Source: an optimization exercise on an open RTL-to-GDS flow (aim: small area and a short achievable clock period). Production flows keep margins and buffers that such runs may drop.
Only simulation tests tie the RTL to the original design; equivalence was not proved.
Power is estimated from default activity; no workload was simulated.

==> job 515: inputs <==
==> flow/design.v <==
module if_stage #(
    parameter int unsigned BTB_IDX_BITS = 4,
    parameter logic [31:0] RESET_PC     = 32'h0000_0000,
    parameter logic [31:0] NOP_INST     = 32'h0000_0013
) (
    input  logic        clk,
    input  logic        reset,
    input  logic        stall,
    input  logic        flush,
    input  logic [31:0] redirect_pc,
    input  logic        upd_valid,
    input  logic [31:0] upd_pc,
    input  logic        upd_taken,
    input  logic [31:0] upd_target,
    output logic [31:0] imem_addr,
    input  logic [31:0] imem_inst,
    output logic [31:0] if_id_inst,
    output logic [31:0] if_id_pc,
    output logic        if_id_valid,
    output logic        if_id_pred_taken,
    output logic [31:0] if_id_pred_target
);
    localparam int unsigned ENTRIES = 1 << BTB_IDX_BITS;
    localparam int unsigned TAG_W   = 30 - BTB_IDX_BITS;
    logic [31:0] pc_q;
    logic [31:0] inst_q;
    logic [31:0] id_pc_q;
    logic        valid_q;
    logic        pt_q;
    logic [31:0] ptgt_q;
    logic [ENTRIES-1:0]            btb_v_q;
    logic [ENTRIES-1:0][TAG_W-1:0] btb_tag_q;
    logic [ENTRIES-1:0][31:0]      btb_tgt_q;
    logic [ENTRIES-1:0][1:0]       btb_ctr_q;
    logic [BTB_IDX_BITS-1:0] idx, uidx;
    logic [ENTRIES-1:0]      usel;
    logic                    uhit;
    logic                    pred_taken;
    logic [31:0]             tgt_rd, pc_inc, pred_next;
    logic                    unused_upd_lsb;
    assign unused_upd_lsb = ^upd_pc[1:0];
    assign idx  = pc_q[BTB_IDX_BITS+1:2];
    assign uidx = upd_pc[BTB_IDX_BITS+1:2];
    always_comb begin
        for (int e = 0; e < ENTRIES; e++) begin
            usel[e]   = upd_valid && (uidx == e[BTB_IDX_BITS-1:0]);
        end
    end
    assign uhit = btb_v_q[uidx] && (btb_tag_q[uidx] == upd_pc[31:BTB_IDX_BITS+2]);
    assign pred_taken = btb_v_q[idx] && btb_ctr_q[idx][1] && (btb_tag_q[idx] == pc_q[31:BTB_IDX_BITS+2]);
    assign tgt_rd     = btb_tgt_q[idx];
    assign pc_inc     = pc_q + 32'd4;
    assign pred_next  = pred_taken ? tgt_rd : pc_inc;
    always_ff @(posedge clk) begin
        if (reset) begin
            pc_q    <= RESET_PC;
            inst_q  <= NOP_INST;
            id_pc_q <= 32'd0;
            valid_q <= 1'b0;
            pt_q    <= 1'b0;
            ptgt_q  <= 32'd0;
        end else if (flush) begin
            pc_q    <= redirect_pc;
            inst_q  <= NOP_INST;
            id_pc_q <= 32'd0;
            valid_q <= 1'b0;
            pt_q    <= 1'b0;
            ptgt_q  <= 32'd0;
        end else if (!stall) begin
            pc_q    <= pred_next;
            inst_q  <= imem_inst;
            id_pc_q <= pc_q;
            valid_q <= 1'b1;
            pt_q    <= pred_taken;
            ptgt_q  <= pred_next;
        end
    end
    always_ff @(posedge clk) begin
        for (int e = 0; e < ENTRIES; e++) begin
            if (reset)
                btb_v_q[e] <= 1'b0;
            else if (usel[e] && upd_taken)
                btb_v_q[e] <= 1'b1;
        end
    end
    always_ff @(posedge clk) begin
        for (int e = 0; e < ENTRIES; e++) begin
            if (usel[e] && upd_taken) begin
                btb_tag_q[e] <= upd_pc[31:BTB_IDX_BITS+2];
                btb_tgt_q[e] <= upd_target;
            end
            if (usel[e]) begin
                if (uhit) begin
                    if (upd_taken) begin
                        if (btb_ctr_q[e] != 2'd3) btb_ctr_q[e] <= btb_ctr_q[e] + 2'd1;
                    end else begin
                        if (btb_ctr_q[e] != 2'd0) btb_ctr_q[e] <= btb_ctr_q[e] - 2'd1;
                    end
                end else if (upd_taken) begin
                    btb_ctr_q[e] <= 2'b10;
                end
            end
        end
    end
    assign imem_addr         = pc_q;
    assign if_id_inst        = inst_q;
    assign if_id_pc          = id_pc_q;
    assign if_id_valid       = valid_q;
    assign if_id_pred_taken  = pt_q;
    assign if_id_pred_target = ptgt_q;
endmodule
==> flow/run.sh <==
#!/bin/bash
# synth_recipe.tcl (not shown) runs the flow's synth.tcl, then flattens the netlist and writes it again
# the make line also repeats each setting of config.mk as NAME=value (left out here)
make -C /OpenROAD-flow-scripts/flow DESIGN_CONFIG=/design/flow/config.mk WORK_HOME=/design/flow/orfs CLKGATE_MAP_FILE= SYNTH_SCRIPT=/design/flow/synth_recipe.tcl finish
==> flow/config.mk <==
export PLATFORM = sky130hd
export DESIGN_NAME = if_stage
export DESIGN_NICKNAME = if_stage
export VERILOG_FILES = /design/flow/design.v
export SDC_FILE = /design/flow/constraint.sdc
export NUM_CORES = 4
export LEC_CHECK = 0
export CAP_MARGIN = 20
export CORE_MARGIN = 2
export CORE_UTILIZATION = 55
export SETUP_SLACK_MARGIN = 3.5
export SLEW_MARGIN = 20
==> flow/constraint.sdc <==
create_clock -name core_clock -period 6.0 [get_ports {clk}]
set_input_delay 1.2000 -clock core_clock [delete_from_list [all_inputs] [get_ports {clk}]]
set_output_delay 1.2000 -clock core_clock [all_outputs]
set_load 0.01 [all_outputs]
==> inputs of job 9352, as changes to job 515 <==
--- a/flow/design.v
+++ b/flow/design.v
@@ -24,4 +24,5 @@
     localparam int unsigned TAG_W   = 30 - BTB_IDX_BITS;
     logic [31:0] pc_q;
+    logic [ENTRIES-1:0] pc_oh_q;    
     logic [31:0] inst_q;
     logic [31:0] id_pc_q;
@@ -33,45 +34,60 @@
     logic [ENTRIES-1:0][31:0]      btb_tgt_q;
     logic [ENTRIES-1:0][1:0]       btb_ctr_q;
-    logic [BTB_IDX_BITS-1:0] idx, uidx;
-    logic [ENTRIES-1:0]      usel;
-    logic                    uhit;
+    logic [BTB_IDX_BITS-1:0] uidx;
+    logic [ENTRIES-1:0]      lhit_e, uhit_e, usel;
     logic                    pred_taken;
-    logic [31:0]             tgt_rd, pc_inc, pred_next;
+    logic [31:0]             tgt_rd, pc_inc;
     logic                    unused_upd_lsb;
     assign unused_upd_lsb = ^upd_pc[1:0];
-    assign idx  = pc_q[BTB_IDX_BITS+1:2];
     assign uidx = upd_pc[BTB_IDX_BITS+1:2];
     always_comb begin
         for (int e = 0; e < ENTRIES; e++) begin
+            lhit_e[e] = btb_v_q[e] && btb_ctr_q[e][1] && (btb_tag_q[e] == pc_q[31:BTB_IDX_BITS+2]);
+            uhit_e[e] = btb_v_q[e] && (btb_tag_q[e] == upd_pc[31:BTB_IDX_BITS+2]);
             usel[e]   = upd_valid && (uidx == e[BTB_IDX_BITS-1:0]);
         end
     end
-    assign uhit = btb_v_q[uidx] && (btb_tag_q[uidx] == upd_pc[31:BTB_IDX_BITS+2]);
-    assign pred_taken = btb_v_q[idx] && btb_ctr_q[idx][1] && (btb_tag_q[idx] == pc_q[31:BTB_IDX_BITS+2]);
-    assign tgt_rd     = btb_tgt_q[idx];
+    always_comb begin
+        tgt_rd = '0;
+        for (int e = 0; e < ENTRIES; e++)
+            tgt_rd = tgt_rd | (btb_tgt_q[e] & {32{pc_oh_q[e]}});
+    end
+    assign pred_taken = |(lhit_e & pc_oh_q);
     assign pc_inc     = pc_q + 32'd4;
-    assign pred_next  = pred_taken ? tgt_rd : pc_inc;
+    logic        adv, clr;
+    logic [31:0] pc_hold, ptgt_hold;
+    logic [31:0] pc_tk, pc_nt, ptgt_tk, ptgt_nt;
+    assign clr       = reset || flush;
+    assign adv       = !clr && !stall;
+    assign pc_hold   = reset ? RESET_PC : (flush ? redirect_pc : pc_q);
+    assign ptgt_hold = clr ? 32'd0 : ptgt_q;
+    assign pc_tk     = adv ? tgt_rd : pc_hold;
+    assign pc_nt     = adv ? pc_inc : pc_hold;
+    assign ptgt_tk   = adv ? tgt_rd : ptgt_hold;
+    assign ptgt_nt   = adv ? pc_inc : ptgt_hold;
+    logic [ENTRIES-1:0] oh_hold, oh_tk, oh_nt, oh_inc, oh_tgt, oh_redir;
+    always_comb begin
+        oh_tgt   = '0;
+        oh_redir = '0;
+        oh_tgt[tgt_rd[BTB_IDX_BITS+1:2]]        = 1'b1;
+        oh_redir[redirect_pc[BTB_IDX_BITS+1:2]] = 1'b1;
+    end
+    assign oh_inc  = {pc_oh_q[ENTRIES-2:0], pc_oh_q[ENTRIES-1]};
+    assign oh_hold = reset ? ENTRIES'(1) << RESET_PC[BTB_IDX_BITS+1:2] : (flush ? oh_redir : pc_oh_q);
+    assign oh_tk   = adv ? oh_tgt : oh_hold;
+    assign oh_nt   = adv ? oh_inc : oh_hold;
     always_ff @(posedge clk) begin
-        if (reset) begin
-            pc_q    <= RESET_PC;
+        pc_oh_q <= pred_taken ? oh_tk : oh_nt;
+        pc_q    <= pred_taken ? pc_tk : pc_nt;
+        ptgt_q  <= pred_taken ? ptgt_tk : ptgt_nt;
+        pt_q    <= adv ? pred_taken : (!clr && pt_q);
+        if (clr) begin
             inst_q  <= NOP_INST;
             id_pc_q <= 32'd0;
             valid_q <= 1'b0;
-            pt_q    <= 1'b0;
-            ptgt_q  <= 32'd0;
-        end else if (flush) begin
-            pc_q    <= redirect_pc;
-            inst_q  <= NOP_INST;
-            id_pc_q <= 32'd0;
-            valid_q <= 1'b0;
-            pt_q    <= 1'b0;
-            ptgt_q  <= 32'd0;
         end else if (!stall) begin
-            pc_q    <= pred_next;
             inst_q  <= imem_inst;
             id_pc_q <= pc_q;
             valid_q <= 1'b1;
-            pt_q    <= pred_taken;
-            ptgt_q  <= pred_next;
         end
     end
@@ -91,5 +107,5 @@
             end
             if (usel[e]) begin
-                if (uhit) begin
+                if (uhit_e[e]) begin
                     if (upd_taken) begin
                         if (btb_ctr_q[e] != 2'd3) btb_ctr_q[e] <= btb_ctr_q[e] + 2'd1;
==> notes <==
Job 9352 passed the timing, design-rule and antenna checks. Job 515 went through all stages and came out clean. Between job 9352 and job 515, the lower synthesized area is in job 515 (gap about 6%, measured against job 515). In job 515 the core utilization is lower than in job 9352, by 2.4 points. In job 9352 the global-route usage is higher than in job 515, by 8.2 points. Against job 515, the register-to-register slack of job 9352 is better by 0.86 ns. In job 9352 the combinational power is larger than in job 515, by about 18%. Of job 9352 and job 515, job 9352 has the higher total power (gap 1.3%, measured against job 515). Non-clock buffer count: job 515 is lower than job 9352 (188). Worst hold slack: job 515 is better than job 9352 (0.0024 ns). Between job 515 and job 9352, the lower final cell count is in job 515 (gap 21%, measured against job 9352).

-- afterwards: timing with drivers on the ports --
The flow's constraints put no driver on any port. The routed layouts listed below were extracted and timed again, unchanged, in two steps. Step 1 assumes that a clkbuf_16 drives the clock port and a buf_2 every other input. Step 2 also shifts input and output timing later by t, the mid clock arrival at the registers, as if the neighbouring blocks saw the same clock. Slacks: ideal ports / drivers / drivers and shift; pairs: ideal ports / drivers.
| run | t, ns | setup slack, ns | hold WS [ns] | clock arrival spread, ns | pins driven straight from the clock port |
|---|---|---|---|---|---|
| job 515 | 0.760 | 2.008 / 1.697 / 0.938 | 0.449 / 0.449 / 0.449 | 0.021 / 0.021 | 1 |
| job 9352 | 0.805 | 3.024 / 3.024 / 2.313 | 0.447 / 0.447 / 0.447 | 0.047 / 0.047 | 1 |
After both steps setup and hold are still met in every run listed. The setup slack of job 515, which loses most, moves by -0.311 ns with the drivers and by -1.070 ns with both steps.
